This is an optimization exercise on Yosys and OpenROAD, whose aim is small area, a short achievable clock period and few clock cycles per item, not a production implementation.
In this exercise RTL edits were held to simulation tests only and were not proved equivalent to the original.
Power and IR drop assume default switching activity.

== v12 ==
Design neurona_mac, start of the top module:
module neurona_mac #(
    parameter int Signo     = 1,
    parameter int Magnitud  = 7,
    parameter int Precision = 24,
    parameter int Width     = Signo + Magnitud + Precision,
    parameter int NEntradas = 4
) (
    input  logic             CLK,
    input  logic             RST,
    input  logic             Inicio,
    input  logic [Width-1:0] Sesgo,
    input  logic             EntradaValida,
    input  logic [Width-1:0] Entrada,
    input  logic [Width-1:0] Peso,
    output logic             Ocupado,
    output logic             Listo,
    output logic [Width-1:0] Salida,
    output logic             Error
);
    logic       ocupado_q, libre_q, listo_q;
    logic [2:0] cuenta_q;
    logic       v1_q, l1_q, v2_q, l2_q;
    logic       acepta, toma, fin;
    assign acepta = Inicio && libre_q;
    assign toma   = !libre_q && EntradaValida && !cuenta_q[2];
    assign fin    = v2_q && l2_q;
    always_ff @(posedge CLK or posedge RST) begin
        if (RST) libre_q <= 1'b1;
        else     libre_q <= !(acepta || (!libre_q && !fin));
    end
    always_ff @(posedge CLK or posedge RST) begin
        if (RST) begin
            ocupado_q <= 1'b0;
            listo_q   <= 1'b0;
            cuenta_q  <= 3'd0;
            v1_q      <= 1'b0;
            l1_q      <= 1'b0;
            v2_q      <= 1'b0;
            l2_q      <= 1'b0;
        end else begin
            ocupado_q <= acepta || (!libre_q && !fin);
            listo_q   <= fin;
            if (libre_q) cuenta_q <= 3'd0;
            else if (toma) cuenta_q <= cuenta_q + 3'd1;
            v1_q <= toma;
            l1_q <= toma && (cuenta_q == 3'(NEntradas - 1));
            v2_q <= v1_q;
            l2_q <= l1_q;
        end
    end
    logic [31:0] e1_q;
    logic        sg1_q;
    logic [15:0] one1_q, two1_q, neg1_q;
    logic [32:0] wx;
    logic [15:0] one_d, two_d;
    assign wx = {Peso, 1'b0};
    always_comb begin
        for (int i = 0; i < 16; i++) begin
            one_d[i] = wx[2*i+1] ^ wx[2*i];
            two_d[i] = (wx[2*i+2] & ~wx[2*i+1] & ~wx[2*i]) | (~wx[2*i+2] & wx[2*i+1] & wx[2*i]);
        end
    end
    always_ff @(posedge CLK) begin
  ...
Settings: LEC_CHECK=0, CAP_MARGIN=20, CORE_MARGIN=2, CORE_UTILIZATION=40, SLEW_MARGIN=20, SYNTH_HIERARCHICAL=1, TNS_END_PERCENT=10; clock period 13.5 ns.
standard.sh (not shown) runs the stock make flow with config.mk's settings and CLKGATE_MAP_FILE= SYNTH_SCRIPT=/design/flow/synth_recipe.tcl, a recipe that flattens the netlist after the stock synthesis.
==> flow/flow/run.sh <==
#!/bin/bash
set -euo pipefail
MARGIN=$(cat flow/margin.txt)
bash standard.sh SETUP_SLACK_MARGIN=$MARGIN \
  "BUFFER_PORTS_ARGS=-buffer_cell sky130_fd_sc_hd__buf_4" \
  finish > orfs_make.log 2>&1
==> flow/flow/margin.txt <==
9.7
Testbench counts of v12, summed over its fixed seeds: cycles 3,584, items 512.
Inputs modified between v12 and v19:
- an added ABC_AREA of 1
- a change of TNS_END_PERCENT from 10 to 0
==> flow/flow/run.sh <==
#!/bin/bash
set -euo pipefail
MARGIN=$(cat flow/margin.txt)
bash standard.sh SETUP_SLACK_MARGIN=$MARGIN finish > orfs_make.log 2>&1
--- outcome ---
- Combinational share of power in v19 is 34 points above v12.
- Measured against each other, v19 and v12 differ in path depth of the worst reg2reg path, the lower figure coming from v19.
- v19 consumes more power than v12 does.
- For the part of the total power dissipated in the clock network, v19 came in 19 points lower than v12 did.
- On v19: sequential fraction of total cell area is 0.75 points lower than what v12 gave.
- The lower post-route cell area of v19 and v12 is in v12.
- v19 against v12: total routed wirelength fell by about 1.5%, post-route minimum period fell by 160 ps, met1 layer usage reported by global route fell by 0.87 points, number of standard cells after synthesis rose by 757.
- Of the two values seen for most common cell after layout, fill and taps aside, nand2_1 was produced by v19 and xnor2_1 by v12.
### v19 -> v40
- ABC_AREA no longer set, was 1
==> comparison <==
- Per the comparison of v40 with v19, last weighted congestion value of the routability-driven placer decreased 4.7%; required time at the worst-slack endpoint increased 3160 ps; minimum setup slack in the final design decreased 140 ps.
- On setup slack of the most critical reg-to-reg path, v40 does worse than v19.
- ~same final core utilization in v40 and v19
Here is what was changed in the inputs of v31 compared with v40.
- CTS_CLUSTER_SIZE newly set to 30
- CTS_CLUSTER_DIAMETER newly set to 100
Notes after the runs:
Across v40 and v31, none had a timing, DRC or antenna violation.
Relative to v40, the final standard cell area without fillers of v31 is lower by about 1.7%.
Diff v40..v31 | number of input and output port buffers inserted | unchanged
Measured against each other, v40 and v31 differ in wire length per cell, the lower figure coming from v31.
Delta(area added between synthesis and finish, v31 - v40) < 0
What v18 does differently from v31 at the input level:
- CTS_CLUSTER_SIZE: 30 -> unset
- CTS_CLUSTER_DIAMETER: 100 -> unset
==> flow/flow/run.sh <==
#!/bin/bash
set -euo pipefail
MARGIN=$(cat flow/margin.txt)
bash standard.sh SETUP_SLACK_MARGIN=$MARGIN \
  "BUFFER_PORTS_ARGS=-buffer_cell sky130_fd_sc_hd__buf_4" \
  MATCH_CELL_FOOTPRINT=0 finish > orfs_make.log 2>&1
Notes after the runs:
v18 finished end to end and its layout was clean on timing, DRC and antenna. The global-route wire length before repair of v18 exceeds that of v31 by 0.66%. Compared with v31, v18 has less setup slack. Relative to v31, stage delay of the slowest cell on the critical path has increased by 70 ps in v18. According to the power report, total power for v18 is higher than for v31. Between v18 and v31, the difference in design area is negligible. Diff v18 and v31: arrival time at the worst endpoint lower in v31. Between v18 and v31, the difference in sequential cell area share is negligible.

-- static timing again, ports no longer ideal --
The flow's constraints put no driver on any port. The routed layouts listed below were extracted and timed again, unchanged, in two steps. Step 1: set_driving_cell puts a clkbuf_16 on CLK and a buf_2 on each other input, an assumption about the parent block. Step 2 also shifts input and output timing later by t, the mid clock arrival at the registers, as if the neighbouring blocks saw the same clock. Slacks: ideal / step 1 / step 2; pairs: ideal / step 1.
| run | t, ns | setup WS [ns] | hold WS [ns] | clock arrival spread, ns | slew at the worst register clock pin (ns) |
|---|---|---|---|---|---|
| v12 | 0.647 | 9.468 / 9.468 / 9.014 | 0.345 / 0.345 / 0.345 | 0.049 / 0.049 | 0.07 / 0.07 |
| v19 | 0.643 | 9.624 / 9.558 / 9.091 | 0.354 / 0.354 / 0.354 | 0.050 / 0.049 | 0.07 / 0.07 |
| v40 | 0.637 | 9.486 / 9.464 / 8.939 | 0.349 / 0.349 / 0.349 | 0.056 / 0.056 | 0.07 / 0.07 |
| v31 | 0.628 | 9.435 / 9.435 / 8.900 | 0.358 / 0.358 / 0.358 | 0.033 / 0.034 | 0.12 / 0.12 |
| v18 | 0.643 | 9.313 / 9.313 / 9.015 | 0.345 / 0.345 / 0.345 | 0.040 / 0.041 | 0.07 / 0.07 |
After both steps setup and hold are still met in every run listed. For v40, which loses most, drivers alone change the setup slack by -0.022 ns; drivers and shift together by -0.547 ns.
